What follows belongs to an exercise in optimizing a design on an open flow for small area, a short achievable clock period and few clock cycles per item; a production flow would make more cautious choices.
At most, simulation tests tie the RTL to the original design; equivalence was not proved.
Function not checked in run 2: the RTL went through the layout flow alone.

==> config.mk <==
export PLATFORM = sky130hd
export DESIGN_NAME = rgb_hsv_color_gate
export DESIGN_NICKNAME = rgb_hsv_color_gate
export VERILOG_FILES = /design/flow/design.v
export SDC_FILE = /design/flow/constraint.sdc
export NUM_CORES = 4
export LEC_CHECK = 0
export ABC_AREA = 1
export CAP_MARGIN = 20
export CORE_MARGIN = 2
export CORE_UTILIZATION = 40
export CTS_BUF_LIST = sky130_fd_sc_hd__clkbuf_4 sky130_fd_sc_hd__clkbuf_8
export PLACE_DENSITY = 0.6
export SETUP_SLACK_MARGIN = 2.3
export SLEW_MARGIN = 20
==> design.v <==
`timescale 1ns / 1ps
`timescale 1ns / 1ps
`timescale 1ns / 1ps
module rhc_step (
	input  logic [7:0] r,
	input  logic       b,
	input  logic [7:0] v,
	output logic [7:0] ro,
	output logic       q
);
	localparam int W = 9;
	logic [W-1:0] a, nv, g, p;
	assign a  = {r, b};
	assign nv = ~{1'b0, v};
	assign g  = a & nv;
	assign p  = a ^ nv;
	logic [W-1:0] gl [0:4];
	logic [W-1:0] pl [0:4];
	always_comb begin
		gl[0] = g;
		pl[0] = p;
		gl[0][0] = g[0] | p[0];
		pl[0][0] = 1'b0;
		for (int l = 0; l < 4; l++) begin
			for (int i = 0; i < W; i++) begin
				if ((i >> l) % 2 == 1) begin
					gl[l+1][i] = gl[l][i] | (pl[l][i] & gl[l][((i >> l) << l) - 1]);
					pl[l+1][i] = pl[l][i] & pl[l][((i >> l) << l) - 1];
				end else begin
					gl[l+1][i] = gl[l][i];
					pl[l+1][i] = pl[l][i];
				end
			end
		end
	end
	logic [W:0] c;
	assign c = {gl[4], 1'b1};
	assign q  = c[W];
	assign ro = q ? (p[7:0] ^ c[7:0]) : a[7:0];
endmodule
module rhc_sub #(
	parameter int W = 8
) (
	input  logic [W-1:0] a,
	input  logic [W-1:0] b,
	output logic [W-1:0] diff,    
	output logic [W-1:0] diffm,   
	output logic         ge       
);
	localparam int L = (W > 8) ? 4 : (W > 4) ? 3 : (W > 2) ? 2 : 1;   
	logic [W-1:0] g, p;
	assign g = a & ~b;
	assign p = a ^ ~b;
	logic [W-1:0] gl [0:L];
	logic [W-1:0] pl [0:L];
	always_comb begin
		gl[0] = g;
		pl[0] = p;
		for (int l = 0; l < L; l++) begin
			for (int i = 0; i < W; i++) begin
				if ((i >> l) % 2 == 1) begin
					gl[l+1][i] = gl[l][i] | (pl[l][i] & gl[l][((i >> l) << l) - 1]);
					pl[l+1][i] = pl[l][i] & pl[l][((i >> l) << l) - 1];
				end else begin
					gl[l+1][i] = gl[l][i];
					pl[l+1][i] = pl[l][i];
				end
			end
		end
	end
	logic [W:0] c0, c1;
	assign c0 = {gl[L], 1'b0};
	assign c1 = {gl[L] | pl[L], 1'b1};
	assign diff  = p ^ c1[W-1:0];
	assign diffm = p ^ c0[W-1:0];
	assign ge    = c1[W];
endmodule
`timescale 1ns / 1ps
`timescale 1ns / 1ps
module rgb_hsv_color_gate (
	input  logic        clk,
	input  logic        arst_n,
	input  logic        pix_valid,
	output logic        pix_ready,
	input  logic [7:0]  pix_red,
	input  logic [7:0]  pix_green,
	input  logic [7:0]  pix_blue,
	input  logic        pix_last_of_cloud,
	output logic        hsv_valid,
	input  logic        hsv_ready,
	output logic [11:0] hsv_hue,
	output logic [11:0] hsv_saturation,
	output logic [7:0]  hsv_brightness,
	output logic        hsv_keep,
	output logic        hsv_last_out,
	input  logic        cfg_en,
	input  logic [1:0]  cfg_index,
	input  logic [7:0]  cfg_data
);
	logic [7:0] lim_hmin, lim_hmax, lim_smin, lim_smax;
	always_ff @(posedge clk or negedge arst_n) begin
		if (!arst_n) begin
			lim_hmin <= 8'd90;
			lim_hmax <= 8'd180;
			lim_smin <= 8'd40;
			lim_smax <= 8'd90;
		end else if (cfg_en) begin
			case (cfg_index)
				2'd0: lim_hmin <= cfg_data;
				2'd1: lim_hmax <= cfg_data;
				2'd2: lim_smin <= cfg_data;
				default: lim_smax <= cfg_data;
			endcase
		end
	end
	logic adv;   
	logic [6:0] vld;   
	assign adv = hsv_ready || !vld[6];
	logic [7:0] in_r, in_g, in_b;
	logic       in_last, in_valid;
	assign pix_ready = adv;
	assign in_valid  = pix_valid;
	assign {in_last, in_r, in_g, in_b} = {pix_last_of_cloud, pix_red, pix_green, pix_blue};
	logic rg_s0_p1, rb_s0_p1, gb_s0_p1;   
	rhc_sub #(.W(8)) u_rg_s0_p1 (.a(in_r), .b(in_g), .diff(), .diffm(), .ge(rg_s0_p1));
	rhc_sub #(.W(8)) u_rb_s0_p1 (.a(in_r), .b(in_b), .diff(), .diffm(), .ge(rb_s0_p1));
	rhc_sub #(.W(8)) u_gb_s0_p1 (.a(in_g), .b(in_b), .diff(), .diffm(), .ge(gb_s0_p1));
	logic [7:0] v_s0_p1, md_s0_p1, mn_s0_p1, xa_s0_p1, xb_s0_p1, d_s0_p1, x_s0_p1, rs_s0_p1;
	logic [2:0] k_s0_p1;
	always_comb begin
		if (rg_s0_p1 && rb_s0_p1) begin
			v_s0_p1 = in_r;
			if (gb_s0_p1) begin k_s0_p1 = 3'd0; md_s0_p1 = in_g; mn_s0_p1 = in_b; end
			else begin k_s0_p1 = 3'd5; md_s0_p1 = in_b; mn_s0_p1 = in_g; end
		end else if (gb_s0_p1) begin
			v_s0_p1 = in_g;
			if (!rb_s0_p1) begin k_s0_p1 = 3'd2; md_s0_p1 = in_b; mn_s0_p1 = in_r; end
			else begin k_s0_p1 = 3'd1; md_s0_p1 = in_r; mn_s0_p1 = in_b; end
		end else begin
			v_s0_p1 = in_b;
			if (rg_s0_p1) begin k_s0_p1 = 3'd4; md_s0_p1 = in_r; mn_s0_p1 = in_g; end
			else begin k_s0_p1 = 3'd3; md_s0_p1 = in_g; mn_s0_p1 = in_r; end
		end
	end
	assign xa_s0_p1 = k_s0_p1[0] ? v_s0_p1 : md_s0_p1;
	assign xb_s0_p1 = k_s0_p1[0] ? md_s0_p1 : mn_s0_p1;
	rhc_sub #(.W(8)) u_x_s0_p1 (.a(xa_s0_p1), .b(xb_s0_p1), .diff(x_s0_p1), .diffm(), .ge());
	rhc_sub #(.W(8)) u_d_s0_p1 (.a(v_s0_p1), .b(mn_s0_p1), .diff(d_s0_p1), .diffm(rs_s0_p1), .ge());
	logic [0:0] dz_s0_p1;
	assign dz_s0_p1 = (in_r == in_g) && (in_g == in_b);
	logic [7:0] d_q1;
	logic [0:0] dz_q1;
	logic [2:0] k_q1;
	logic [0:0] last_q1;
	logic [7:0] rs_q1;
	logic [7:0] v_q1;
	logic [7:0] x_q1;
	logic [7:0] rsn_s1_s1;
	logic qsr_s1_s1;
	rhc_step u_ss_s1_s1 (.r(rs_q1), .b((d_q1[7] ^ (|d_q1[6:0]))), .v(v_q1), .ro(rsn_s1_s1), .q(qsr_s1_s1));
	logic [7:0] rs_s1_s1;
	assign rs_s1_s1 = rsn_s1_s1;
	logic [0:0] qs_s1_s1;
	assign qs_s1_s1 = (qsr_s1_s1 && !dz_q1);
	logic [7:0] rh_s1_s1;
	assign rh_s1_s1 = x_q1 - {4'd0, x_q1[7:4]} - {7'd0, (x_q1[3:0] != 4'd0)};
	logic [3:0] yb_s1_s1;
	assign yb_s1_s1 = 4'd0 - x_q1[3:0];
	logic [7:0] rsn_s1_s2;
	logic qsr_s1_s2;
	rhc_step u_ss_s1_s2 (.r(rs_s1_s1), .b((d_q1[6] ^ (|d_q1[5:0]))), .v(v_q1), .ro(rsn_s1_s2), .q(qsr_s1_s2));
	logic [7:0] rs_s1_s2;
	assign rs_s1_s2 = rsn_s1_s2;
	logic [1:0] qs_s1_s2;
	assign qs_s1_s2 = {qs_s1_s1, (qsr_s1_s2 && !dz_q1)};
	logic [7:0] rhn_s1_s2;
	logic qhr_s1_s2;
	rhc_step u_hs_s1_s2 (.r(rh_s1_s1), .b(yb_s1_s1[3]), .v(d_q1), .ro(rhn_s1_s2), .q(qhr_s1_s2));
	logic [7:0] rh_s1_s2;
	assign rh_s1_s2 = rhn_s1_s2;
	logic [0:0] qh_s1_s2;
	assign qh_s1_s2 = (qhr_s1_s2 && !dz_q1);
	logic [7:0] d_q2;
	logic [0:0] dz_q2;
	logic [2:0] k_q2;
	logic [0:0] last_q2;
	logic [0:0] qh_q2;
	logic [1:0] qs_q2;
	logic [7:0] rh_q2;
	logic [7:0] rs_q2;
	logic [7:0] v_q2;
	logic [3:0] yb_q2;
	logic [7:0] rsn_s2_s3;
	logic qsr_s2_s3;
	rhc_step u_ss_s2_s3 (.r(rs_q2), .b((d_q2[5] ^ (|d_q2[4:0]))), .v(v_q2), .ro(rsn_s2_s3), .q(qsr_s2_s3));
	logic [7:0] rs_s2_s3;
	assign rs_s2_s3 = rsn_s2_s3;
	logic [2:0] qs_s2_s3;
	assign qs_s2_s3 = {qs_q2, (qsr_s2_s3 && !dz_q2)};
	logic [7:0] rhn_s2_s3;
	logic qhr_s2_s3;
	rhc_step u_hs_s2_s3 (.r(rh_q2), .b(yb_q2[2]), .v(d_q2), .ro(rhn_s2_s3), .q(qhr_s2_s3));
	logic [7:0] rh_s2_s3;
	assign rh_s2_s3 = rhn_s2_s3;
	logic [1:0] qh_s2_s3;
	assign qh_s2_s3 = {qh_q2, (qhr_s2_s3 && !dz_q2)};
	logic [7:0] rsn_s2_s4;
	logic qsr_s2_s4;
	rhc_step u_ss_s2_s4 (.r(rs_s2_s3), .b((d_q2[4] ^ (|d_q2[3:0]))), .v(v_q2), .ro(rsn_s2_s4), .q(qsr_s2_s4));
	logic [7:0] rs_s2_s4;
	assign rs_s2_s4 = rsn_s2_s4;
	logic [3:0] qs_s2_s4;
	assign qs_s2_s4 = {qs_s2_s3, (qsr_s2_s4 && !dz_q2)};
	logic [7:0] rhn_s2_s4;
	logic qhr_s2_s4;
	rhc_step u_hs_s2_s4 (.r(rh_s2_s3), .b(yb_q2[1]), .v(d_q2), .ro(rhn_s2_s4), .q(qhr_s2_s4));
	logic [7:0] rh_s2_s4;
	assign rh_s2_s4 = rhn_s2_s4;
	logic [2:0] qh_s2_s4;
	assign qh_s2_s4 = {qh_s2_s3, (qhr_s2_s4 && !dz_q2)};
	logic [7:0] d_q3;
	logic [0:0] dz_q3;
	logic [2:0] k_q3;
	logic [0:0] last_q3;
	logic [2:0] qh_q3;
	logic [3:0] qs_q3;
	logic [7:0] rh_q3;
	logic [7:0] rs_q3;
	logic [7:0] v_q3;
	logic [3:0] yb_q3;
	logic [7:0] rsn_s3_s5;
	logic qsr_s3_s5;
	rhc_step u_ss_s3_s5 (.r(rs_q3), .b((d_q3[3] ^ (|d_q3[2:0]))), .v(v_q3), .ro(rsn_s3_s5), .q(qsr_s3_s5));
	logic [7:0] rs_s3_s5;
	assign rs_s3_s5 = rsn_s3_s5;
	logic [4:0] qs_s3_s5;
	assign qs_s3_s5 = {qs_q3, (qsr_s3_s5 && !dz_q3)};
	logic [7:0] rhn_s3_s5;
	logic qhr_s3_s5;
	rhc_step u_hs_s3_s5 (.r(rh_q3), .b(yb_q3[0]), .v(d_q3), .ro(rhn_s3_s5), .q(qhr_s3_s5));
	logic [7:0] rh_s3_s5;
	assign rh_s3_s5 = rhn_s3_s5;
	logic [3:0] qh_s3_s5;
	assign qh_s3_s5 = {qh_q3, (qhr_s3_s5 && !dz_q3)};
	logic [7:0] rsn_s3_s6;
	logic qsr_s3_s6;
	rhc_step u_ss_s3_s6 (.r(rs_s3_s5), .b((d_q3[2] ^ (|d_q3[1:0]))), .v(v_q3), .ro(rsn_s3_s6), .q(qsr_s3_s6));
	logic [7:0] rs_s3_s6;
	assign rs_s3_s6 = rsn_s3_s6;
	logic [5:0] qs_s3_s6;
	assign qs_s3_s6 = {qs_s3_s5, (qsr_s3_s6 && !dz_q3)};
	logic [7:0] rhn_s3_s6;
	logic qhr_s3_s6;
	rhc_step u_hs_s3_s6 (.r(rh_s3_s5), .b(1'b0), .v(d_q3), .ro(rhn_s3_s6), .q(qhr_s3_s6));
	logic [7:0] rh_s3_s6;
	assign rh_s3_s6 = rhn_s3_s6;
	logic [4:0] qh_s3_s6;
	assign qh_s3_s6 = {qh_s3_s5, (qhr_s3_s6 && !dz_q3)};
	logic [7:0] d_q4;
	logic [0:0] dz_q4;
	logic [2:0] k_q4;
	logic [0:0] last_q4;
	logic [4:0] qh_q4;
	logic [5:0] qs_q4;
	logic [7:0] rh_q4;
	logic [7:0] rs_q4;
	logic [7:0] v_q4;
	logic [7:0] rsn_s4_s7;
	logic qsr_s4_s7;
	rhc_step u_ss_s4_s7 (.r(rs_q4), .b((d_q4[1] ^ (|d_q4[0:0]))), .v(v_q4), .ro(rsn_s4_s7), .q(qsr_s4_s7));
	logic [7:0] rs_s4_s7;
	assign rs_s4_s7 = rsn_s4_s7;
	logic [6:0] qs_s4_s7;
	assign qs_s4_s7 = {qs_q4, (qsr_s4_s7 && !dz_q4)};
	logic [7:0] rhn_s4_s7;
	logic qhr_s4_s7;
	rhc_step u_hs_s4_s7 (.r(rh_q4), .b(1'b0), .v(d_q4), .ro(rhn_s4_s7), .q(qhr_s4_s7));
	logic [7:0] rh_s4_s7;
	assign rh_s4_s7 = rhn_s4_s7;
	logic [5:0] qh_s4_s7;
	assign qh_s4_s7 = {qh_q4, (qhr_s4_s7 && !dz_q4)};
	logic [7:0] rsn_s4_s8;
	logic qsr_s4_s8;
	rhc_step u_ss_s4_s8 (.r(rs_s4_s7), .b(d_q4[0]), .v(v_q4), .ro(rsn_s4_s8), .q(qsr_s4_s8));
	logic [7:0] rs_s4_s8;
	assign rs_s4_s8 = rsn_s4_s8;
	logic [7:0] qs_s4_s8;
	assign qs_s4_s8 = {qs_s4_s7, (qsr_s4_s8 && !dz_q4)};
	logic [7:0] rhn_s4_s8;
	logic qhr_s4_s8;
	rhc_step u_hs_s4_s8 (.r(rh_s4_s7), .b(1'b0), .v(d_q4), .ro(rhn_s4_s8), .q(qhr_s4_s8));
	logic [7:0] rh_s4_s8;
	assign rh_s4_s8 = rhn_s4_s8;
	logic [6:0] qh_s4_s8;
	assign qh_s4_s8 = {qh_s4_s7, (qhr_s4_s8 && !dz_q4)};
	logic [7:0] d_q5;
	logic [0:0] dz_q5;
	logic [2:0] k_q5;
	logic [0:0] last_q5;
	logic [6:0] qh_q5;
	logic [7:0] qs_q5;
	logic [7:0] rh_q5;
	logic [7:0] rs_q5;
	logic [7:0] v_q5;
	logic [7:0] rsn_s5_s9;
	logic qsr_s5_s9;
	rhc_step u_ss_s5_s9 (.r(rs_q5), .b(1'b0), .v(v_q5), .ro(rsn_s5_s9), .q(qsr_s5_s9));
	logic [7:0] rs_s5_s9;
	assign rs_s5_s9 = rsn_s5_s9;
	logic [8:0] qs_s5_s9;
	assign qs_s5_s9 = {qs_q5, (qsr_s5_s9 && !dz_q5)};
	logic sge_c_s5_s9, smx_c_s5_s9;
	rhc_sub #(.W(8)) u_sge_s5_s9 (.a(qs_s5_s9[8:1]), .b(lim_smin), .diff(), .diffm(), .ge(sge_c_s5_s9));
	rhc_sub #(.W(8)) u_smx_s5_s9 (.a(qs_s5_s9[8:1]), .b(lim_smax), .diff(), .diffm(), .ge(smx_c_s5_s9));
	logic [0:0] sge_s5_s9;
	assign sge_s5_s9 = sge_c_s5_s9;
	logic [0:0] slt_s5_s9;
	assign slt_s5_s9 = !smx_c_s5_s9;
	logic [0:0] seq_s5_s9;
	assign seq_s5_s9 = (qs_s5_s9[8:1] == lim_smax);
	logic [7:0] rhn_s5_s9;
	logic qhr_s5_s9;
	rhc_step u_hs_s5_s9 (.r(rh_q5), .b(1'b0), .v(d_q5), .ro(rhn_s5_s9), .q(qhr_s5_s9));
	logic [7:0] rh_s5_s9;
	assign rh_s5_s9 = rhn_s5_s9;
	logic [7:0] qh_s5_s9;
	assign qh_s5_s9 = {qh_q5, (qhr_s5_s9 && !dz_q5)};
	logic [7:0] rsn_s5_s10;
	logic qsr_s5_s10;
	rhc_step u_ss_s5_s10 (.r(rs_s5_s9), .b(1'b0), .v(v_q5), .ro(rsn_s5_s10), .q(qsr_s5_s10));
	logic [7:0] rs_s5_s10;
	assign rs_s5_s10 = rsn_s5_s10;
	logic [9:0] qs_s5_s10;
	assign qs_s5_s10 = {qs_s5_s9, (qsr_s5_s10 && !dz_q5)};
	logic [7:0] rhn_s5_s10;
	logic qhr_s5_s10;
	rhc_step u_hs_s5_s10 (.r(rh_s5_s9), .b(1'b0), .v(d_q5), .ro(rhn_s5_s10), .q(qhr_s5_s10));
	logic [8:0] qh_s5_s10;
	assign qh_s5_s10 = {qh_s5_s9, (qhr_s5_s10 && !dz_q5)};
	logic [0:0] dz_q6;
	logic [2:0] k_q6;
	logic [0:0] last_q6;
	logic [8:0] qh_q6;
	logic [9:0] qs_q6;
	logic [7:0] rs_q6;
	logic [0:0] seq_q6;
	logic [0:0] sge_q6;
	logic [0:0] slt_q6;
	logic [7:0] v_q6;
	logic [7:0] rsn_s6_s11;
	logic qsr_s6_s11;
	rhc_step u_ss_s6_s11 (.r(rs_q6), .b(1'b0), .v(v_q6), .ro(rsn_s6_s11), .q(qsr_s6_s11));
	logic [7:0] rs_s6_s11;
	assign rs_s6_s11 = rsn_s6_s11;
	logic [10:0] qs_s6_s11;
	assign qs_s6_s11 = {qs_q6, (qsr_s6_s11 && !dz_q6)};
	logic [11:0] hue_s6_s11;
	assign hue_s6_s11 = {7'(qh_q6[8:5] + 7'(k_q6) * 7'd15), qh_q6[4:0]};
	logic hge_c_s6_s11, hmx_c_s6_s11;
	rhc_sub #(.W(8)) u_hge_s6_s11 (.a(hue_s6_s11[11:4]), .b(lim_hmin), .diff(), .diffm(), .ge(hge_c_s6_s11));
	rhc_sub #(.W(8)) u_hmx_s6_s11 (.a(hue_s6_s11[11:4]), .b(lim_hmax), .diff(), .diffm(), .ge(hmx_c_s6_s11));
	logic [0:0] hok_s6_s11;
	assign hok_s6_s11 = hge_c_s6_s11 && (!hmx_c_s6_s11 || (hue_s6_s11[11:4] == lim_hmax && hue_s6_s11[3:0] == 4'd0));
	logic [7:0] rsn_s6_s12;
	logic qsr_s6_s12;
	rhc_step u_ss_s6_s12 (.r(rs_s6_s11), .b(1'b0), .v(v_q6), .ro(rsn_s6_s12), .q(qsr_s6_s12));
	logic [11:0] qs_s6_s12;
	assign qs_s6_s12 = {qs_s6_s11, (qsr_s6_s12 && !dz_q6)};
	logic [0:0] keep_s6_s12;
	assign keep_s6_s12 = hok_s6_s11 && sge_q6 && (slt_q6 || (seq_q6 && qs_s6_s12[3:0] == 4'd0));
	logic [11:0] hue_out;
	logic [11:0] qs_out;
	logic [7:0] v_out;
	logic [0:0] keep_out;
	logic [0:0] last_out;
	always_ff @(posedge clk or negedge arst_n) begin
		if (!arst_n) vld <= '0;
		else if (adv) vld <= {vld[5:0], in_valid};
	end
	always_ff @(posedge clk) begin
		if (adv) begin
			d_q1 <= d_s0_p1;
			dz_q1 <= dz_s0_p1;
			k_q1 <= k_s0_p1;
			last_q1 <= in_last;
			rs_q1 <= rs_s0_p1;
			v_q1 <= v_s0_p1;
			x_q1 <= x_s0_p1;
			d_q2 <= d_q1;
			dz_q2 <= dz_q1;
			k_q2 <= k_q1;
			last_q2 <= last_q1;
			qh_q2 <= qh_s1_s2;
			qs_q2 <= qs_s1_s2;
			rh_q2 <= rh_s1_s2;
			rs_q2 <= rs_s1_s2;
			v_q2 <= v_q1;
			yb_q2 <= yb_s1_s1;
			d_q3 <= d_q2;
			dz_q3 <= dz_q2;
			k_q3 <= k_q2;
			last_q3 <= last_q2;
			qh_q3 <= qh_s2_s4;
			qs_q3 <= qs_s2_s4;
			rh_q3 <= rh_s2_s4;
			rs_q3 <= rs_s2_s4;
			v_q3 <= v_q2;
			yb_q3 <= yb_q2;
			d_q4 <= d_q3;
			dz_q4 <= dz_q3;
			k_q4 <= k_q3;
			last_q4 <= last_q3;
			qh_q4 <= qh_s3_s6;
			qs_q4 <= qs_s3_s6;
			rh_q4 <= rh_s3_s6;
			rs_q4 <= rs_s3_s6;
			v_q4 <= v_q3;
			d_q5 <= d_q4;
			dz_q5 <= dz_q4;
			k_q5 <= k_q4;
			last_q5 <= last_q4;
			qh_q5 <= qh_s4_s8;
			qs_q5 <= qs_s4_s8;
			rh_q5 <= rh_s4_s8;
			rs_q5 <= rs_s4_s8;
			v_q5 <= v_q4;
			dz_q6 <= dz_q5;
			k_q6 <= k_q5;
			last_q6 <= last_q5;
			qh_q6 <= qh_s5_s10;
			qs_q6 <= qs_s5_s10;
			rs_q6 <= rs_s5_s10;
			seq_q6 <= seq_s5_s9;
			sge_q6 <= sge_s5_s9;
			slt_q6 <= slt_s5_s9;
			v_q6 <= v_q5;
			hue_out <= hue_s6_s11;
			qs_out <= qs_s6_s12;
			v_out <= v_q6;
			keep_out <= keep_s6_s12;
			last_out <= last_q6;
		end
	end
	assign hsv_valid      = vld[6];
	assign hsv_hue        = hue_out;
	assign hsv_saturation = qs_out;
	assign hsv_brightness = v_out;
	assign hsv_keep       = keep_out;
	assign hsv_last_out   = last_out;
endmodule
==> standard.sh <==
#!/bin/bash
# synth_recipe.tcl (not shown) runs the flow's synth.tcl, then flattens the netlist and writes it again
# the make line also repeats each setting of config.mk as NAME=value (left out here)
make -C /OpenROAD-flow-scripts/flow DESIGN_CONFIG=/design/flow/config.mk WORK_HOME=/design/flow/orfs CLKGATE_MAP_FILE= SYNTH_SCRIPT=/design/flow/synth_recipe.tcl "${@:-finish}"
==> constraint.sdc <==
create_clock -name core_clock -period 5.5 [get_ports {clk}]
set_input_delay 1.1000 -clock core_clock [delete_from_list [all_inputs] [get_ports {clk}]]
set_output_delay 1.1000 -clock core_clock [all_outputs]
set_load 0.01 [all_outputs]
==> flow/run.sh <==
#!/bin/bash
# The standard layout (standard.sh), except that synthesis leaves adders and
# comparators to ABC instead of mapping them onto the library's full/half adder
# cells (ADDER_MAP_FILE empty skips ORFS's extract_fa/techmap adder step).
# Each step's full output goes to its own log in this folder.
set -euo pipefail
export ADDER_MAP_FILE=
# ports get a plain buf_2 instead of the delay buffer buffer_ports picks by default
export BUFFER_PORTS_ARGS="-buffer_cell sky130_fd_sc_hd__buf_2"
bash standard.sh synth > synth.log 2>&1
bash standard.sh floorplan > floorplan.log 2>&1
bash standard.sh place > place.log 2>&1
bash standard.sh cts > cts.log 2>&1
bash standard.sh route > route.log 2>&1
bash standard.sh finish > finish.log 2>&1
==> impl_results.md, run 1 <==
- Post-route clock period utilization: a little under three fifths
- Number of vias in the routed layout: 19100
- Wire per inst: between 10 and 15 um
- Initial antenna violation count: 1
- Worst hold stages: 0
- Worst rel slew slack: between 30% and 40%
- # Max-Cap Violations: 0
- Syn Inst Count: just over 3000
- Cell area after synthesis: about 23000 um2
- Async set or reset register ratio after synthesis: a little under an eighth
- Clock tree from TritonCTS: yes
- Maximum clock rate: 0.327 GHz
- Via count of the first global-routing pass: 17400
- # IOs: between 70 and 80
- Clock insertion delay at the later pin of the skew report: about 0.66 ns
- Transition at the pin with the smallest max-transition slack: 0.944 ns
- YS warnings: 7
- H-tree depth: 2
- Arrival time at the worst endpoint: around 3.4 ns
- Outcome: no timing/DRC/antenna violations
- Worst Reg2Reg Path Length in Cells: 16
- Cell accounting for the most synthesized area: sky130_fd_sc_hd__edfxtp_1
- HP Class: flop to flop
- Fill cell count: ~5500
- Setup violation total in the final timing report: 0
- Total Routed Length: about 48000 um
- Filler-free cell count of the finished design: 4078
- Reg clk slew, reported paths: around 0.06 ns
- Hold-fix buffers, CTS: 0
- Final ANT Viol Nets: 0
- Setup repair after global routing missed its margin: true
- Top area cells in the synthesized netlist: sky130_fd_sc_hd__edfxtp_1 40%, sky130_fd_sc_hd__nand2_1 18%, sky130_fd_sc_hd__inv_1 6.9%, sky130_fd_sc_hd__nand3_1 5.3%, sky130_fd_sc_hd__nor2_1 4.5%
- Die X: approximately 240 um
- Pin count of the biggest net entering global routing: approximately 170
- Number of I/O port buffers: 75
- Number of violations reported at the end of detailed-routing iteration 0: between 800 and 900
- Post-synth top cells: 1118 x sky130_fd_sc_hd__nand2_1, 418 x sky130_fd_sc_hd__inv_1, 302 x sky130_fd_sc_hd__edfxtp_1
- GRT Residual Overflow: 0
- Longest Clk Path Bufs: 3
- Maximum fanout encountered on the critical timing path: 6
- Initial standard-cell utilization of the core: just over 40%
- Post-Place Setup Slack: between 0.9 and 1 ns
- Row Count: 87
- Share of final-layout standard cells stronger than drive strength 1: about 17%
- Post-Synthesis Net Count: between 3000 and 4000
- Die Height: ~240 um
- Slack of the worst reg-to-reg path: ~2.4 ns
- Distinct cell type count after synthesis: 63
- Routability congestion estimate from global placement: around 0.85
- Highest cell delay on the worst timing path: 0.46 ns
- Setup Crit Path Kind: flop to flop
- WHS Endpoint: qh_q6[5]
- Final critical-path setup slack: 2.44 ns
- Detailed-route DRC error count: 0
- Count of final max-slew check failures: 0
- Wire length of the first global-routing pass: about 79000 um
- Full die area: 58800 um2
- Sequential fraction of the synthesis area: 44.2%
- Setup crit end kind: flop
- Area added between synthesis and finish: 16.5%
- Overall fraction of global-route tracks in use: 15.9%
- Std-Cell Core Area: about 56000 um2
- Time the final worst path needs with I/O delays and setup: approximately 3.1 ns
- Worst path required time: just under 6 ns
- Worst setup SP type: flop
- Placed Cells incl. Taps: around 3900
- Critical R2R Capture: rs_q6[3]
- Library cell appearing most often on the critical path: sky130_fd_sc_hd__nand2_1
- Slowest stage cell on the critical path: sky130_fd_sc_hd__edfxtp_1
- Count of flip-flops with a built-in enable after synthesis: 302
- Worst path top cell family by delay: simple AND/OR/NAND/NOR gates
- Leading cell type by number of instances after synthesis: sky130_fd_sc_hd__nand2_1
- CTS Root Cell: sky130_fd_sc_hd__clkbuf_8
- Final total negative setup slack: 0 ns
- Worst Path Buf+Inv: 3
- Per-cell via count in the routed design: about 4.7
- Share of the core filled with cells in the final layout: 47.1%
- CTS sink cnt: 341
- Syn_area_per_cell: approximately 7.4 um2
- Largest clock skew in the final design: between 0.03 and 0.04 ns
- Beginning of the worst hold path: qh_q5[3]
- Synth Flop Type: sky130_fd_sc_hd__edfxtp_1
- Flip-flop and latch count after synthesis: around 340
- Reg-to-reg critical path startpoint: v_q5[7]
- Detailed placer's ending HPWL: between 30000 and 40000 um
- Number of buffers created by CTS: 57
- Cell chain of the critical path: nor2_2 > nor2_1 > inv_1 > nor2_4 > a211oi_4 > buf_4 > nand3_4 > buf_4 > o21ai_1 > nand2_1 > nand2_1 > nor2_1 > a21oi_2 > nand2_2 > nand2_1 > o21ai_0
- Final hold violations: 0
- Fraction of synthesized cell area taken by the top area cell type: roughly 40%
- Final #Nets: between 3000 and 4000
- Router iterations before antenna repair: 5
-- registers in the layout, indices dropped and copies added (netlist names), 9 cells and up --
name and cells:
hue_out 12, qs_out 12, qs_q6 10, qh_q6 9
-- what timing repair did --
action | CTS | global route
pin swaps | 7 | 59
gates cloned | 4 | 7
resized for setup | 16 | 136
setup endpoints to repair | 59 | 99
hold endpoints to repair | 0 | 0
buffers inserted | 7 | 82
-- worst max-delay path by stage --
stage / from / endpoint / slack [ns] / cells past startpoint
2_1_floorplan: pix_blue[7] / x_q1[6] / 2.30 / 23
3_3_place_gp: pix_green[7] / x_q1[6] / 1.02 / 20
3_5_place_dp: pix_green[7] / x_q1[6] / 1.0 / 20
4_1_cts: pix_blue[7] / x_q1[7] / 2.29 / 22
5_1_grt: d_q2[1] / rh_q3[2] / 2.24 / 18
6_report: v_q5[7] / rs_q6[3] / 2.44 / 16
-- cell type report --
cell class              count  area (um2)  share of cell area, %
repair buffers            168        1200                   4.54
multi-input cells        2252       11400                   43.0
flip-flops and latches    341       10100                   38.0
diodes                      1        2.50                0.00944
clock inverters            36         230                  0.869
clock buffers              72         916                   3.46
well taps                 756         946                   3.57
inverters                 452        1740                   6.55
-- routing by layer --
metal | track usage (%) | vias up | wire (um)
met3 | 2.48 | 84 | 1600
met2 | 29.2 | 239 | 24700
met5 | 0 | - | 0
li1 | - | 10300 | -
met4 | 5.46 | 0 | 1250
met1 | 18.7 | 8463 | 20400
-- metrics by stage --
step | instance area [um2] | hold slack (ns)
floorplan | 22800 | 0.400
global placement | 23900 | 0.401
detailed placement | 23900 | 0.405
CTS | 25200 | 0.401
global route | 26500 | 0.418
finish | 26500 | 0.401
-- cells in the final DEF (no fill, tap or decap), types with 25 or more instances in the layout --
cell type	count
sky130_fd_sc_hd__buf_2	73
sky130_fd_sc_hd__nand3_1	231
sky130_fd_sc_hd__nand4_1	41
sky130_fd_sc_hd__nor2_1	259
sky130_fd_sc_hd__nand2_1	1084
sky130_fd_sc_hd__xnor2_1	38
sky130_fd_sc_hd__o21ai_1	31
sky130_fd_sc_hd__clkbuf_8	60
sky130_fd_sc_hd__nand3_2	29
sky130_fd_sc_hd__nand2_2	65
sky130_fd_sc_hd__dfrtp_1	25
sky130_fd_sc_hd__o21ai_0	113
sky130_fd_sc_hd__xor2_1	67
sky130_fd_sc_hd__inv_1	404
sky130_fd_sc_hd__edfxtp_1	302
sky130_fd_sc_hd__a21oi_1	57
sky130_fd_sc_hd__buf_4	83
sky130_fd_sc_hd__inv_2	37
sky130_fd_sc_hd__o21ai_2	26
-- cells by family (layout without fill, tap and decap cells) --
group | after synthesis | after routing | share of synthesized area (%)
AO/OA/AOI/OAI | 293 | 295 | 7.69
XOR/XNOR | 106 | 106 | 4.11
adder cells (fa/ha/maj) | 1 | 1 | 0.0440
buffers and inverters | 484 | 728 | 8.69
flip-flops | 341 | 341 | 44.2
multiplexers | 1 | 1 | 0.0495
other | 0 | 1 | 0
AND/OR/NAND/NOR | 1840 | 1849 | 35.2
Testbench counts, summed over its fixed seeds: cycles 12,056, items 12,000.
==> run 2, diff against run 1 <==
--- a/design.v
+++ b/design.v
@@ -47,7 +47,7 @@
 	output logic [W-1:0] diffm,   
 	output logic         ge       
 );
-	localparam int L = (W > 8) ? 4 : (W > 4) ? 3 : (W > 2) ? 2 : 1;   
+	localparam int L = $clog2(W);
 	logic [W-1:0] g, p;
 	assign g = a & ~b;
 	assign p = a ^ ~b;
--- a/config.mk
+++ b/config.mk
@@ -8,8 +8,8 @@
 export ABC_AREA = 1
 export CAP_MARGIN = 20
 export CORE_MARGIN = 2
-export CORE_UTILIZATION = 40
+export CORE_UTILIZATION = 55
 export CTS_BUF_LIST = sky130_fd_sc_hd__clkbuf_4 sky130_fd_sc_hd__clkbuf_8
-export PLACE_DENSITY = 0.6
+export PLACE_DENSITY = 0.7
 export SETUP_SLACK_MARGIN = 2.3
 export SLEW_MARGIN = 20
==> run 2 against run 1 <==
- clock skew rose by 0.013 ns
- final area shrank 0.45%
- sequential cell count unchanged
- utilization is 18 points higher
- maximum frequency decreased by 1.6%
- area after synthesis unchanged
==> impl_results.md, run 2 <==
- Share of final-layout standard cells stronger than drive strength 1: a little under a fifth
- Finished layout cell area: 26400 um2
- Via count of the first global-routing pass: 18600
- Number of vias in the routed layout: between 20000 and 25000
- Flip-flop and latch count after synthesis: 341
- Hold-fix buffers, CTS: 0
- Final #Nets: about 3300
- Clock tree from TritonCTS: yes
- Final total negative setup slack: 0 ns
- Initial antenna violation count: 0
- Number of violations reported at the end of detailed-routing iteration 0: roughly 1100
- Outcome: no timing/DRC/antenna violations
- Worst setup SP type: flop
- Worst path required time: between 5 and 6 ns
- Full die area: about 43000 um2
- Initial standard-cell utilization of the core: a little under three fifths
- Setup Crit Path Kind: flop to flop
- Slack of the worst reg-to-reg path: roughly 2.4 ns
- Time the final worst path needs with I/O delays and setup: just over 3 ns
- H-tree depth: 2
- Final antenna diode count: 0
- Maximum fanout encountered on the critical timing path: 10
- Critical R2R Capture: rs_q2[2]
- YS warnings: 7
- Overall fraction of global-route tracks in use: a little under a quarter
- Number of buffers created by CTS: 58
- Wire length of the first global-routing pass: roughly 83000 um
- Row Count: 74
- Worst rel slew slack: about 42%
- Cell area after synthesis: 22700 um2
- Distinct cell type count after synthesis: 63
- Transition at the pin with the smallest max-transition slack: 0.865 ns
- Most frequent standard cell in the layout excluding fill and tap cells: sky130_fd_sc_hd__nand2_1
- Largest clock skew in the final design: around 0.047 ns
- Final hold violations: 0
- Async set or reset register ratio after synthesis: a little under an eighth
- Router iterations before antenna repair: 5
- # IOs: between 70 and 80
- Final ANT Viol Nets: 0
- Setup violation total in the final timing report: 0
- Leading cell type by number of instances after synthesis: sky130_fd_sc_hd__nand2_1
- Die X: slightly above 200 um
- Maximum clock rate: ~0.32 GHz
- HP Class: flop to flop
- Number of I/O port buffers: 75
- Area added between synthesis and finish: 16.0%
- Routability congestion estimate from global placement: between 0.9 and 1
- Cell accounting for the most synthesized area: sky130_fd_sc_hd__edfxtp_1
- Top area cells in the synthesized netlist: sky130_fd_sc_hd__edfxtp_1 40%, sky130_fd_sc_hd__nand2_1 18%, sky130_fd_sc_hd__inv_1 6.9%, sky130_fd_sc_hd__nand3_1 5.3%, sky130_fd_sc_hd__nor2_1 4.5%
- Total Routed Length: between 50000 and 60000 um
- Worst Setup EP: rs_q2[2]
- Setup crit end kind: flop
- Filler-free cell count of the finished design: 3850
- Arrival time at the worst endpoint: ~3.5 ns
- Wire per inst: between 10 and 15 um
- # Max-Cap Violations: 0
- Syn Inst Count: 3066
- Detailed placer's ending HPWL: 37100 um
- Longest Clk Path Bufs: 3
- Setup repair after global routing missed its margin: false
- Hold slack final: between 0.3 and 0.4 ns
- Fraction of synthesized cell area taken by the top area cell type: between 30% and 40%
- Most used cells in the layout excluding fill and tap cells: 1070 x sky130_fd_sc_hd__nand2_1, 405 x sky130_fd_sc_hd__inv_1, 302 x sky130_fd_sc_hd__edfxtp_1
- Reg-to-reg critical path startpoint: v_q1[5]
- CTS sink cnt: 341
- Reg clk slew, reported paths: ~0.060 ns
- Worst Reg2Reg Path Length in Cells: 19
- Placed cell area: between 20000 and 25000 um2
- Count of flip-flops with a built-in enable after synthesis: slightly above 300
- CTS Root Cell: sky130_fd_sc_hd__clkbuf_8
- Per-cell via count in the routed design: between 5 and 6
- Clock insertion delay at the later pin of the skew report: roughly 0.65 ns
- Pin count of the biggest net entering global routing: 100
- Sequential fraction of the synthesis area: between 40 and 50%
- Std-Cell Core Area: between 40000 and 50000 um2
- Post-route clock period utilization: a little under three fifths
- Post-Synthesis Net Count: 3106
- Registers with the most flip-flops: hue_out (12), qs_out (12), qs_q6 (10)
- Synth Flop Type: sky130_fd_sc_hd__edfxtp_1
- Count of final max-slew check failures: 0
- Syn_area_per_cell: ~7.4 um2
- Detailed-route DRC error count: 0
- Fill cell count: between 3000 and 4000
- Placed Cells incl. Taps: around 3600
- Die Height: about 210 um
- Post-synth top cells: 1118 x sky130_fd_sc_hd__nand2_1, 418 x sky130_fd_sc_hd__inv_1, 302 x sky130_fd_sc_hd__edfxtp_1
- Launch point of the worst path: v_q1[5]
- GRT Residual Overflow: 0
## run 2: how the worst min path moves through the flow
stage	from	end	cells after the start
2_1_floorplan	k_q1[0]	k_q2[0]	0
3_3_place_gp	last_q5	last_q6	0
3_5_place_dp	k_q3[1]	k_q4[1]	0
4_1_cts	qh_q5[6]	qh_q6[8]	0
5_1_grt	last_q5	last_q6	0
6_report	qh_q5[6]	qh_q6[8]	0
## run 2: cell type report
class	count	area [um2]	area share, %
tap	532	666	2.52
clock inverter	22	233	0.882
timing repair buffer	167	1150	4.34
clock buffer	84	1020	3.86
multi-input combinational	2252	11500	43.6
inverter	452	1740	6.61
sequential	341	10100	38.1
## run 2: routing by layer
metal,wire [um],vias to the layer above,track usage [%],part of all wire [%]
met1,21000,9119,26.2,41
met2,26200,458,41.6,51
met4,1810,0,9.41,3.5
li1,-,10300,-,-
met5,0,-,0,0
met3,2350,130,3.93,4.6
## run 2: logic make-up (layout without fill, tap and decap cells)
group           Yosys count  after routing  synth area share (%)
compound gates          293            295                  7.69
xor+xnor                106            106                  4.11
fa+ha+maj                 1              1                0.0440
buf+inv                 484            725                  8.69
flops                   341            341                  44.2
mux                       1              1                0.0495
simple gates           1840           1849                  35.2
## run 2: critical path, stage by stage (launching register included)
cell                       delay (ns)
sky130_fd_sc_hd__edfxtp_1        0.50
sky130_fd_sc_hd__nor2_2          0.22
sky130_fd_sc_hd__nor2_1          0.13
sky130_fd_sc_hd__a21oi_2         0.20
sky130_fd_sc_hd__nor2_1          0.10
sky130_fd_sc_hd__nor4_4          0.27
sky130_fd_sc_hd__buf_4           0.20
sky130_fd_sc_hd__nand2_8         0.10
sky130_fd_sc_hd__inv_8           0.08
sky130_fd_sc_hd__nand2_1         0.07
sky130_fd_sc_hd__nand2_2         0.08
sky130_fd_sc_hd__nand2_2         0.06
sky130_fd_sc_hd__nand2_2         0.10
sky130_fd_sc_hd__inv_1           0.06
sky130_fd_sc_hd__nand2_1         0.06
sky130_fd_sc_hd__nor2_1          0.06
sky130_fd_sc_hd__nor2_4          0.20
sky130_fd_sc_hd__nand3_4         0.19
sky130_fd_sc_hd__nand2_1         0.12
sky130_fd_sc_hd__nand2_1         0.06
## run 2: repair_timing
item | 4_1_cts | 5_1_grt
gates cloned | 3 | 9
endpoints found under the hold margin | 0 | 0
setup endpoints to repair | 56 | 100
resized for setup | 23 | 157
setup buffers | 15 | 71
pin swaps | 6 | 56
## run 2: metrics by stage
| step | utilization [%] | setup WS, ns |
|---|---|---|
| 2_1_floorplan | - | 2.30 |
| 3_3_place_gp | 57.8 | 1.01 |
| 3_5_place_dp | 57.8 | 0.927 |
| 6_report | 64.6 | 2.39 |
| 5_1_grt | 64.6 | 2.18 |
| 4_1_cts | 61.6 | 2.32 |
==> run 3, diff against run 2 <==
--- a/design.v
+++ b/design.v
@@ -8,34 +8,26 @@
 	output logic [7:0] ro,
 	output logic       q
 );
-	localparam int W = 9;
-	logic [W-1:0] a, nv, g, p;
+	logic [8:0] a, nv, g, p;
 	assign a  = {r, b};
 	assign nv = ~{1'b0, v};
 	assign g  = a & nv;
 	assign p  = a ^ nv;
-	logic [W-1:0] gl [0:4];
-	logic [W-1:0] pl [0:4];
-	always_comb begin
-		gl[0] = g;
-		pl[0] = p;
-		gl[0][0] = g[0] | p[0];
-		pl[0][0] = 1'b0;
-		for (int l = 0; l < 4; l++) begin
-			for (int i = 0; i < W; i++) begin
-				if ((i >> l) % 2 == 1) begin
-					gl[l+1][i] = gl[l][i] | (pl[l][i] & gl[l][((i >> l) << l) - 1]);
-					pl[l+1][i] = pl[l][i] & pl[l][((i >> l) << l) - 1];
-				end else begin
-					gl[l+1][i] = gl[l][i];
-					pl[l+1][i] = pl[l][i];
-				end
-			end
-		end
+	logic [2:0] gg, gp;
+	for (genvar k = 0; k < 3; k++) begin : grp
+		assign gg[k] = g[3*k+2] | (p[3*k+2] & g[3*k+1]) | (p[3*k+2] & p[3*k+1] & g[3*k]);
+		assign gp[k] = p[3*k+2] & p[3*k+1] & p[3*k];
 	end
-	logic [W:0] c;
-	assign c = {gl[4], 1'b1};
-	assign q  = c[W];
+	logic [9:0] c;
+	assign c[0] = 1'b1;
+	assign c[3] = gg[0] | gp[0];
+	assign c[6] = gg[1] | (gp[1] & c[3]);
+	assign c[9] = gg[2] | (gp[2] & c[6]);
+	for (genvar k = 0; k < 3; k++) begin : inner
+		assign c[3*k+1] = g[3*k] | (p[3*k] & c[3*k]);
+		assign c[3*k+2] = g[3*k+1] | (p[3*k+1] & g[3*k]) | (p[3*k+1] & p[3*k] & c[3*k]);
+	end
+	assign q  = c[9];
 	assign ro = q ? (p[7:0] ^ c[7:0]) : a[7:0];
 endmodule
 module rhc_sub #(
@@ -47,7 +39,7 @@
 	output logic [W-1:0] diffm,   
 	output logic         ge       
 );
-	localparam int L = $clog2(W);
+	localparam int L = (W > 8) ? 4 : (W > 4) ? 3 : (W > 2) ? 2 : 1;   
 	logic [W-1:0] g, p;
 	assign g = a & ~b;
 	assign p = a ^ ~b;
--- a/config.mk
+++ b/config.mk
@@ -8,8 +8,8 @@
 export ABC_AREA = 1
 export CAP_MARGIN = 20
 export CORE_MARGIN = 2
-export CORE_UTILIZATION = 55
+export CORE_UTILIZATION = 40
 export CTS_BUF_LIST = sky130_fd_sc_hd__clkbuf_4 sky130_fd_sc_hd__clkbuf_8
-export PLACE_DENSITY = 0.7
+export PLACE_DENSITY = 0.6
 export SETUP_SLACK_MARGIN = 2.3
 export SLEW_MARGIN = 20
==> run 3 against run 2 <==
- still clean
- global-route usage decreased by 5.7 points
- maximum frequency up 1.2%
- via count is 4.0% lower
- worst hold slack better by 0.017 ns
- non-clock buffer count fell by 18
- final area fell by 0.89%
- cell count rose by 3.4%
- sequential cell count did not move
- utilization fell by 17 points
- critical endpoint is now x_q1[5]
==> impl_results.md, run 3 <==
- Share of the core filled with cells in the final layout: 47.4%
- Hold-fix buffers, CTS: 0
- Setup Crit Path Kind: input pin to flop
- Wire length of the first global-routing pass: between 80000 and 90000 um
- # IOs: 76
- Total Routed Length: 50100 um
- # Max-Cap Violations: 0
- Worst path required time: 5.91 ns
- YS warnings: 4
- Hold slack final: 0.408 ns
- Pin count of the biggest net entering global routing: 153
- Count of flip-flops with a built-in enable after synthesis: 302
- Final total negative setup slack: 0 ns
- Count of final max-slew check failures: 0
- Via count of the first global-routing pass: around 18000
- Transition at the pin with the smallest max-transition slack: 0.898 ns
- Flip-flop and latch count after synthesis: roughly 340
- HP Class: flop to flop
- Footprint of the multi-input gates: around 11000 um2
- Leading cell type by number of instances after synthesis: sky130_fd_sc_hd__nand2_1
- Largest clock skew in the final design: ~0.041 ns
- Full die area: 57800 um2
- Clock insertion delay at the later pin of the skew report: roughly 0.66 ns
- Worst setup SP type: input pin
- Dominant combinational cell family by area after synthesis: simple AND/OR/NAND/NOR gates
- H-tree depth: 2
- Async set or reset register ratio after synthesis: 11.4%
- Routability congestion estimate from global placement: around 0.88
- CTS Root Cell: sky130_fd_sc_hd__clkbuf_8
- Cell area after synthesis: between 20000 and 25000 um2
- Most frequent standard cell in the layout excluding fill and tap cells: sky130_fd_sc_hd__nand2_1
- Syn_area_per_cell: about 7.5 um2
- Most used cells in the layout excluding fill and tap cells: 1032 x sky130_fd_sc_hd__nand2_1, 379 x sky130_fd_sc_hd__inv_1, 302 x sky130_fd_sc_hd__edfxtp_1
- Initial standard-cell utilization of the core: a little over 40%
- Setup violation total in the final timing report: 0
- GRT Residual Overflow: 0
- Synth Flop Type: sky130_fd_sc_hd__edfxtp_1
- Number of violations reported at the end of detailed-routing iteration 0: 836
- Maximum clock rate: between 0.3 and 0.4 GHz
- Reg clk slew, reported paths: 0.06 ns
- Overall fraction of global-route tracks in use: between 10% and 20%
- Worst rel slew slack: about 40%
- Post-synthesis share of cell area spent on full adders, half adders and majority gates: less than 1%
- Share of the synthesized netlist area taken by xor and xnor gates: around 5%
- Die X: 241 um
- Final ANT Viol Nets: 0
- Router iterations before antenna repair: 5
- Row Count: 86
- Area added between synthesis and finish: 16.8%
- Number of buffers created by CTS: 58
- Syn Inst Count: around 3000
- Setup crit end kind: flop
- Simple-gate share of the synthesized area: about a third
- Registers with the most flip-flops: hue_out (12), qs_out (12), qs_q6 (10)
- Final #Nets: ~3200
- Initial antenna violation count: 1
- Detailed-route DRC error count: 0
- Maximum fanout encountered on the critical timing path: 7
- FF/Latch Area: 10100 um2
- Post-synth top cells: 1068 x sky130_fd_sc_hd__nand2_1, 392 x sky130_fd_sc_hd__inv_1, 302 x sky130_fd_sc_hd__edfxtp_1
- Clock tree from TritonCTS: yes
- Final hold violations: 0
- Number of vias in the routed layout: approximately 19000
- Post-Synthesis Net Count: between 3000 and 4000
- Top area cells in the synthesized netlist: sky130_fd_sc_hd__edfxtp_1 41%, sky130_fd_sc_hd__nand2_1 18%, sky130_fd_sc_hd__inv_1 6.6%, sky130_fd_sc_hd__nand3_1 5.3%, sky130_fd_sc_hd__nor2_1 4.3%
- Arrival time at the worst endpoint: between 3 and 4 ns
- Post-route clock period utilization: ~56%
- Setup repair after global routing missed its margin: false
- Share of cell area taken by muxes after synthesis: 0.0503%
- Per-cell via count in the routed design: about 4.8
- Distinct cell type count after synthesis: 58
- Fraction of synthesized cell area taken by the top area cell type: just over 40%
- CTS sink cnt: roughly 340
- Cell accounting for the most synthesized area: sky130_fd_sc_hd__edfxtp_1
- Detailed placer's ending HPWL: around 37000 um
- Number of I/O port buffers: 75
- Wire per inst: around 13 um
- Placed cell area: around 24000 um2
- Longest Clk Path Bufs: 3
- Outcome: no timing/DRC/antenna violations
- Finished layout cell area: roughly 26000 um2
- Std-Cell Core Area: ~55000 um2
- Die Height: between 200 and 250 um
- Time the final worst path needs with I/O delays and setup: ~3 ns
- Share of final-layout standard cells stronger than drive strength 1: between 10% and 20%
- Sequential fraction of the synthesis area: between 40% and 50%
- Synthesized-area fraction occupied by ao, oa, aoi and oai cells: ~8.4%
- Fill cell count: approximately 5300
-- run 3: cell count changes after synthesis, moves of 17 or more --
cell,change
sky130_fd_sc_hd__a21oi_1,+19
sky130_fd_sc_hd__inv_1,-26
sky130_fd_sc_hd__nand2_1,-50
sky130_fd_sc_hd__nor2_1,-19
sky130_fd_sc_hd__o21ai_0,+17
-- run 3: repair_timing --
item,in CTS,in global routing
gates cloned,2,9
pin swaps,4,39
setup endpoints to repair,36,97
buffers inserted,14,54
gates resized for setup,13,170
-- run 3: worst max-delay path: stages --
cell                       delay (ns)
sky130_fd_sc_hd__buf_2           0.11
sky130_fd_sc_hd__inv_2           0.12
sky130_fd_sc_hd__nand2_1         0.06
sky130_fd_sc_hd__nand3_1         0.12
sky130_fd_sc_hd__nor2_4          0.07
sky130_fd_sc_hd__a21boi_4        0.30
sky130_fd_sc_hd__nand2_8         0.09
sky130_fd_sc_hd__inv_4           0.11
sky130_fd_sc_hd__nor2_4          0.05
sky130_fd_sc_hd__buf_4           0.14
sky130_fd_sc_hd__o21ai_4         0.22
sky130_fd_sc_hd__buf_4           0.15
sky130_fd_sc_hd__nand2_1         0.05
sky130_fd_sc_hd__nand2_1         0.09
sky130_fd_sc_hd__nand2_1         0.09
sky130_fd_sc_hd__a21oi_1         0.18
sky130_fd_sc_hd__nand2_2         0.10
sky130_fd_sc_hd__nand2_1         0.10
sky130_fd_sc_hd__nand2_1         0.06
sky130_fd_sc_hd__nand4_1         0.08
sky130_fd_sc_hd__nand2_1         0.07
-- run 3: worst paths after layout --
check                            from          end  slack (ns)  cells after the start
max reg2reg                   d_q2[5]     rh_q3[0]        2.50                     16
min reg2reg                  qh_q5[6]     qh_q6[8]        0.41                      0
min in group asynchronous      arst_n       vld[6]        0.57                      1
max                        pix_red[6]      x_q1[5]        2.43                     21
min                          qh_q5[6]     qh_q6[8]        0.41                      0
max in group asynchronous      arst_n  lim_smin[0]        4.38                      1
-- run 3: final cells by class --
class	instances	share of cell area (%)
well taps	748	3.58
clock inverters	30	1.06
clock buffers	78	3.72
diodes	1	0.00957
repair buffers	149	3.80
multi-input cells	2211	43.2
inverters	422	6.16
flip-flops and latches	341	38.5
-- run 3: per-layer routing --
metal / share of wire, % / vias to the layer above / track usage (%)
li1: - / 10100 / -
met3: 3.4 / 94 / 2.46
met1: 43 / 8751 / 19.6
met4: 3.1 / 0 / 6.06
met5: 0 / - / 0
met2: 51 / 297 / 31.8
-- run 3: through the flow --
stage / std cells / worst slack (ns)
after global routing: 3980 / 2.27
after CTS: 3916 / 2.30
after floorplan: 2994 / 2.30
final: 3980 / 2.43
after global placement: 3792 / 1.26
after detailed placement: 3792 / 1.21
-- run 3: logic make-up after synthesis --
family | after synthesis
xor+xnor | 128
buf+inv | 452
fa+ha+maj | 1
mux | 1
simple gates | 1743
compound gates | 328
flops | 341
Testbench counts of run 3, summed over its fixed seeds: cycles 12,056, items 12,000.
==> run 4, diff against run 3 <==
--- a/config.mk
+++ b/config.mk
@@ -10,6 +10,6 @@
 export CORE_MARGIN = 2
 export CORE_UTILIZATION = 40
 export CTS_BUF_LIST = sky130_fd_sc_hd__clkbuf_4 sky130_fd_sc_hd__clkbuf_8
-export PLACE_DENSITY = 0.6
+export PLACE_DENSITY = 0.75
 export SETUP_SLACK_MARGIN = 2.3
 export SLEW_MARGIN = 20
==> run 4 against run 3 <==
- critical path type unchanged
- maximum frequency down 5.3%
- via count down 0.25%
- synthesized cell count unchanged
- register-to-register slack worse by 0.04 ns
- first-iteration DRC count is 41% higher
- die area unchanged
- largest cell class unchanged
==> impl_results.md, run 4 <==
- Sequential fraction of the synthesis area: roughly 45%
- Cell area after synthesis: between 20000 and 25000 um2
- Leading cell type by number of instances after synthesis: sky130_fd_sc_hd__nand2_1
- Number of violations reported at the end of detailed-routing iteration 0: 1178
- Worst setup SP type: input pin
- Pin count of the biggest net entering global routing: around 200
- WHS Endpoint: k_q6[1]
- Fill cell count: 5194
- Number of vias in the routed layout: 19200
- Count of flip-flops with a built-in enable after synthesis: about 300
- Total Routed Length: around 47000 um
- Routability congestion estimate from global placement: 0.903
- Launch point of the worst path: pix_green[5]
- Post-Place Setup Slack: around 1.2 ns
- Top area cells in the synthesized netlist: sky130_fd_sc_hd__edfxtp_1 41%, sky130_fd_sc_hd__nand2_1 18%, sky130_fd_sc_hd__inv_1 6.6%, sky130_fd_sc_hd__nand3_1 5.3%, sky130_fd_sc_hd__nor2_1 4.3%
- Critical R2R Capture: rh_q3[3]
- Syn Inst Count: approximately 3000
- Share of the synthesized netlist area taken by xor and xnor gates: 5.01%
- Cell chain of the critical path: clkbuf_4 > inv_1 > nand2_1 > nand2_1 > nor2_2 > nand2_4 > inv_4 > nand2_4 > nand3_4 > inv_8 > nor2_8 > buf_12 > buf_6 > nand2_1 > nand2_2 > nand2_1 > inv_2 > nor2_4 > a21oi_2 > nand2_4 > a21oi_4 > nand2_1 > nand2_1 > nand2_1
- Maximum clock rate: 0.309 GHz
- Most frequent standard cell in the layout excluding fill and tap cells: sky130_fd_sc_hd__nand2_1
- Maximum fanout encountered on the critical timing path: 6
- CTS Root Cell: sky130_fd_sc_hd__clkbuf_8
- Number of buffers created by CTS: 57
- Post-synth top cells: 1068 x sky130_fd_sc_hd__nand2_1, 392 x sky130_fd_sc_hd__inv_1, 302 x sky130_fd_sc_hd__edfxtp_1
- Final total negative setup slack: 0 ns
- Setup violation total in the final timing report: 0
- Initial standard-cell utilization of the core: roughly two fifths
- # IOs: between 70 and 80
- Cell accounting for the most synthesized area: sky130_fd_sc_hd__edfxtp_1
- Setup Crit Path Kind: input pin to flop
- Setup crit end kind: flop
- Post-Synthesis Net Count: about 3000
- GRT Residual Overflow: 0
- H-tree depth: 2
- Final #Nets: roughly 3200
- Setup repair after global routing missed its margin: true
- Worst path top cell family by delay: simple AND/OR/NAND/NOR gates
- Detailed placer's ending HPWL: about 33000 um
- Syn_area_per_cell: approximately 7.5 um2
- Distinct cell type count after synthesis: 58
- Largest clock skew in the final design: around 0.014 ns
- Dominant combinational cell family by area after synthesis: simple AND/OR/NAND/NOR gates
- Detailed-route DRC error count: 0
- Simple-gate share of the synthesized area: about 33%
- Initial antenna violation count: 0
- Transition at the pin with the smallest max-transition slack: roughly 1.2 ns
- Die Height: about 240 um
- Number of I/O port buffers: 75
- Full die area: just under 60000 um2
- Clock insertion delay at the later pin of the skew report: ~0.62 ns
- Logic depth of the worst path, buffers included: 24
- Std-Cell Core Area: ~55000 um2
- Final antenna diode count: 0
- Final ANT Viol Nets: 0
- Flip-flop and latch count after synthesis: 341
- Registers with the most flip-flops: hue_out (12), qs_out (12), qs_q6 (10)
- Share of final-layout standard cells stronger than drive strength 1: between 10% and 20%
- Worst rel slew slack: between 20% and 30%
- Wire per inst: 11.8 um
- Router iterations before antenna repair: 5
- Slack of the worst reg-to-reg path: 2.46 ns
- Hold-fix buffers, CTS: 0
- Library cell appearing most often on the critical path: sky130_fd_sc_hd__nand2_1
- # Max-Cap Violations: 0
- CTS sink cnt: roughly 340
- Row Count: 86
- Wire length of the first global-routing pass: around 76000 um
- Reg clk slew, reported paths: ~0.06 ns
- Clock tree from TritonCTS: yes
- Most used cells in the layout excluding fill and tap cells: 1020 x sky130_fd_sc_hd__nand2_1, 373 x sky130_fd_sc_hd__inv_1, 302 x sky130_fd_sc_hd__edfxtp_1
- Post-synthesis share of cell area spent on full adders, half adders and majority gates: 0.0447%
- Die X: between 200 and 250 um
- Worst Reg2Reg Path Length in Cells: 19
- Footprint of the multi-input gates: about 11000 um2
- Post-route clock period utilization: ~60%
- YS warnings: 4
- Beginning of the worst hold path: k_q5[1]
- Share of cell area taken by muxes after synthesis: less than 1%
- Via count of the first global-routing pass: 17400
- Synthesized-area fraction occupied by ao, oa, aoi and oai cells: under 10%
- Async set or reset register ratio after synthesis: between 10% and 20%
- Count of final max-slew check failures: 0
- Final critical-path setup slack: between 2 and 2.5 ns
- Arrival time at the worst endpoint: ~3.6 ns
- Slowest stage cell on the critical path: sky130_fd_sc_hd__a21oi_2
- Outcome: no timing/DRC/antenna violations
- Area added between synthesis and finish: 17.2%
- Fraction of synthesized cell area taken by the top area cell type: 40.5%
- Worst path required time: a little under 6 ns
- HP Class: flop to flop
- Worst hold stages: 0
- Synth Flop Type: sky130_fd_sc_hd__edfxtp_1
- Per-cell via count in the routed design: about 4.8
- FF/Latch Area: between 10000 and 15000 um2
- Longest Clk Path Bufs: 3
- Final hold violations: 0
- Overall fraction of global-route tracks in use: between 10% and 20%
- Worst Path Buf+Inv: 7
- Reg-to-reg critical path startpoint: d_q2[1]
- Highest cell delay on the worst timing path: 0.19 ns
- Time the final worst path needs with I/O delays and setup: roughly 3.2 ns
-- run 4: area by class of cell --
cell class                      instances  area share, %
Multi-Input combinational cell       2212           43.3
Clock buffer                           72           3.49
Inverter                              422           6.23
Tap cell                              748           3.57
Sequential cell                       341           38.4
Clock inverter                         33           1.08
Timing Repair Buffer                  149           4.01
-- run 4: timing repair --
item	4_1_cts	5_1_grt
pin swaps	7	52
buffers inserted	9	57
gates resized for setup	19	191
cloned	3	9
endpoints found under the setup margin	30	90
-- run 4: worst max-delay path by stage --
stage	to	slack [ns]
floorplan	x_q1[6]	2.30
global placement	x_q1[6]	1.24
detailed placement	x_q1[6]	1.17
CTS	x_q1[6]	2.30
global route	d_q1[5]	2.17
finish	d_q1[5]	2.26
-- run 4: layer usage --
layer / track usage (%) / vias to the layer above / wire, um
met2: 29.8 / 358 / 24400
met4: 5.61 / 0 / 1180
met3: 2.27 / 86 / 1820
met1: 17.7 / 8644 / 19500
met5: 0 / - / 0
li1: - / 10100 / -
-- run 4: cell families (layout without fill, tap and decap cells) --
family                   Yosys count  in the layout
multiplexers                       1              1
adder cells (fa/ha/maj)            1              1
XOR/XNOR                         128            128
flip-flops                       341            341
buffers and inverters            452            676
AND/OR/NAND/NOR                 1743           1753
AO/OA/AOI/OAI                    328            329
-- run 4: through the flow --
stage	cells	cell area, um2	hold WS (ns)	util [%]
2_1_floorplan	2994	22400	0.400	-
3_3_place_gp	3794	23600	0.400	42.7
3_5_place_dp	3794	23600	0.405	42.7
4_1_cts	3911	25000	0.415	45.3
5_1_grt	3977	26200	0.425	47.5
6_report	3977	26200	0.417	47.5
==> run 5, diff against run 4 <==
--- a/config.mk
+++ b/config.mk
@@ -10,6 +10,6 @@
 export CORE_MARGIN = 2
 export CORE_UTILIZATION = 40
 export CTS_BUF_LIST = sky130_fd_sc_hd__clkbuf_4 sky130_fd_sc_hd__clkbuf_8
-export PLACE_DENSITY = 0.75
-export SETUP_SLACK_MARGIN = 2.3
+export PLACE_DENSITY = 0.6
+export SETUP_SLACK_MARGIN = 2.1
 export SLEW_MARGIN = 20
==> run 5 against run 4 <==
- still clean
- global-route usage increased by 0.84 points
- sequential share of layout area rose by 1.3 points
- count of clock-buffer cells in the layout increased by 10
- die area stayed put
- area after synthesis unchanged
- final area shrank 3.4%
- cell count is 0.96% lower
- non-clock buffer count shrank 34
==> impl_results.md, run 5 <==
- Outcome: no timing/DRC/antenna violations
- Beginning of the worst hold path: qh_q5[6]
- Flip-flop and latch count after synthesis: around 340
- Final hold violations: 0
- Leading cell type by number of instances after synthesis: sky130_fd_sc_hd__nand2_1
- Worst hold stages: 0
- Post-route clock period utilization: roughly 59%
- Number of vias in the routed layout: roughly 19000
- Via count of the first global-routing pass: 17500
- Final #Nets: between 3000 and 4000
- HP Class: flop to flop
- Detailed placer's ending HPWL: about 37000 um
- Worst rel slew slack: between 20% and 30%
- Registers with the most flip-flops: hue_out (12), qs_out (12), qs_q6 (10)
- Initial standard-cell utilization of the core: between 40% and 50%
- CTS sink cnt: 341
- Synth Flop Type: sky130_fd_sc_hd__edfxtp_1
- Total Routed Length: roughly 48000 um
- Wire per inst: between 10 and 15 um
- GRT Residual Overflow: 0
- Fill cell count: ~5500
- # IOs: 76
- Largest clock skew in the final design: 0.0386 ns
- Final ANT Viol Nets: 0
- Cell accounting for the most synthesized area: sky130_fd_sc_hd__edfxtp_1
- Router iterations before antenna repair: 5
- Number of violations reported at the end of detailed-routing iteration 0: slightly below 900
- Post-synth top cells: 1068 x sky130_fd_sc_hd__nand2_1, 392 x sky130_fd_sc_hd__inv_1, 302 x sky130_fd_sc_hd__edfxtp_1
- Worst setup SP type: input pin
- Cell area after synthesis: ~22000 um2
- Arrival time at the worst endpoint: between 3 and 4 ns
- Count of flip-flops with a built-in enable after synthesis: slightly above 300
- Reg clk slew, reported paths: roughly 0.060 ns
- WHS Endpoint: qh_q6[8]
- CTS Root Cell: sky130_fd_sc_hd__clkbuf_8
- Initial antenna violation count: 1
- Slack of the worst reg-to-reg path: approximately 2.4 ns
- Most used cells in the layout excluding fill and tap cells: 1056 x sky130_fd_sc_hd__nand2_1, 388 x sky130_fd_sc_hd__inv_1, 302 x sky130_fd_sc_hd__edfxtp_1
- Transition at the pin with the smallest max-transition slack: ~1.1 ns
- Setup repair after global routing missed its margin: true
- # Max-Cap Violations: 0
- YS warnings: 4
- Placed cell area: 23500 um2
- FF/Latch Area: about 10000 um2
- Count of final max-slew check failures: 0
- Hold-fix buffers, CTS: 0
- Most frequent standard cell in the layout excluding fill and tap cells: sky130_fd_sc_hd__nand2_1
- Reg-to-reg critical path startpoint: v_q4[7]
- Die Height: 241 um
- Longest Clk Path Bufs: 3
- Final total negative setup slack: 0 ns
- Sequential fraction of the synthesis area: 45.0%
- Syn Inst Count: around 3000
- Worst Reg2Reg Path Length in Cells: 15
- Clock insertion delay at the later pin of the skew report: 0.66 ns
- Std-Cell Core Area: around 55000 um2
- Number of buffers created by CTS: between 50 and 60
- Clock tree from TritonCTS: yes
- Area added between synthesis and finish: 13.2%
- Share of final-layout standard cells stronger than drive strength 1: about 14%
- Setup Crit Path Kind: input pin to flop
- Time the final worst path needs with I/O delays and setup: 3.23 ns
- H-tree depth: 2
- Critical R2R Capture: rs_q5[5]
- Finished layout cell area: about 25000 um2
- Post-Synthesis Net Count: ~3000
## run 5: layer usage
| layer | wire length (um) | GRT usage, % | vias to the layer above |
|---|---|---|---|
| met5 | 0 | 0 | - |
| met4 | 1480 | 5.61 | 0 |
| met1 | 20600 | 18.9 | 8540 |
| met2 | 24900 | 31.2 | 273 |
| li1 | - | - | 10000 |
| met3 | 1530 | 2.39 | 104 |
## run 5: worst max-delay path, cell delays in order
cell	delay, ns
sky130_fd_sc_hd__buf_2	0.11
sky130_fd_sc_hd__inv_2	0.06
sky130_fd_sc_hd__nor2_1	0.17
sky130_fd_sc_hd__nor3_1	0.10
sky130_fd_sc_hd__a21oi_2	0.29
sky130_fd_sc_hd__nand3_4	0.21
sky130_fd_sc_hd__buf_4	0.18
sky130_fd_sc_hd__nor2_2	0.21
sky130_fd_sc_hd__nor2_2	0.10
sky130_fd_sc_hd__nand2_1	0.09
sky130_fd_sc_hd__nand3_1	0.19
sky130_fd_sc_hd__nor2_2	0.32
sky130_fd_sc_hd__nor2_2	0.13
sky130_fd_sc_hd__a21oi_2	0.22
sky130_fd_sc_hd__nand2_1	0.07
sky130_fd_sc_hd__nand2_1	0.06
sky130_fd_sc_hd__nand2_1	0.04
## run 5: how the worst max path moves through the flow
stage	endpoint	slack, ns	start
finish	d_q1[5]	2.27	pix_blue[7]
global route	x_q1[7]	2.06	pix_blue[4]
CTS	x_q1[6]	2.13	pix_blue[3]
detailed placement	x_q1[6]	1.11	pix_red[7]
global placement	x_q1[6]	1.13	pix_blue[3]
floorplan	x_q1[6]	2.25	pix_red[7]
## run 5: cell families (layout without fill, tap and decap cells)
family	Yosys count	in the layout	synth area share, %
AOI/OAI and AO/OA	328	329	8.42
xor gates and xnor gates	128	128	5.01
adders and majority gates	1	1	0.0447
buffers and inverters	452	643	8.06
DFF	341	341	45.0
muxes	1	1	0.0503
other	0	1	0
and+or+nand+nor	1743	1747	33.4
## run 5: layout make-up
class,instances,share of cell area [%]
inverter,422,6.31
clock inverter,24,0.844
multi-input combinational,2206,42.7
sequential,341,39.7
antenna,1,0.00988
timing repair buffer,115,2.77
tap,748,3.69
clock buffer,82,4.01
## run 5: repair_timing
item	in CTS	in global routing
pin swaps	0	12
resized for setup	4	64
endpoints found under the setup margin	10	75
buffers inserted	0	34
cloned	0	5
hold endpoints to repair	0	0
## run 5: metrics by stage
step | std cells | worst slack [ns]
floorplan | 2994 | 2.25
global placement | 3793 | 1.13
detailed placement | 3793 | 1.11
CTS | 3899 | 2.13
global route | 3939 | 2.06
finish | 3939 | 2.27

separate check: timing with driven ports:
No port has a modelled driver above. Below, the same layouts with a new extraction and two added sets of constraints.
Step 1 (the two cells are an assumption about what drives the block):
set clk [get_ports {clk}]
set_driving_cell -lib_cell sky130_fd_sc_hd__clkbuf_16 $clk
set_driving_cell -lib_cell sky130_fd_sc_hd__buf_2 [delete_from_list [all_inputs] $clk]
Step 2, shift: input delay + t, output delay - t, t = (earliest + latest rising clock arrival at the registers) / 2. This alone moves slack from input paths to output paths.
a / b / c = no drivers / after step 1 / after step 2; a / b = the first two.
run	t (ns)	setup WS [ns]	clock arrival spread, ns
run 1	0.697	2.443 / 2.443 / 1.772	0.035 / 0.034
run 2	0.684	2.392 / 2.392 / 1.759	0.052 / 0.052
run 3	0.694	2.430 / 2.406 / 1.774	0.042 / 0.041
run 4	0.657	2.260 / 2.284 / 1.627	0.019 / 0.018
run 5	0.700	2.266 / 2.304 / 1.604	0.042 / 0.042
After both steps every run listed still meets setup and hold. The setup slack of run 1, which loses most, moves by 0.000 ns with the drivers and by -0.671 ns with both steps.
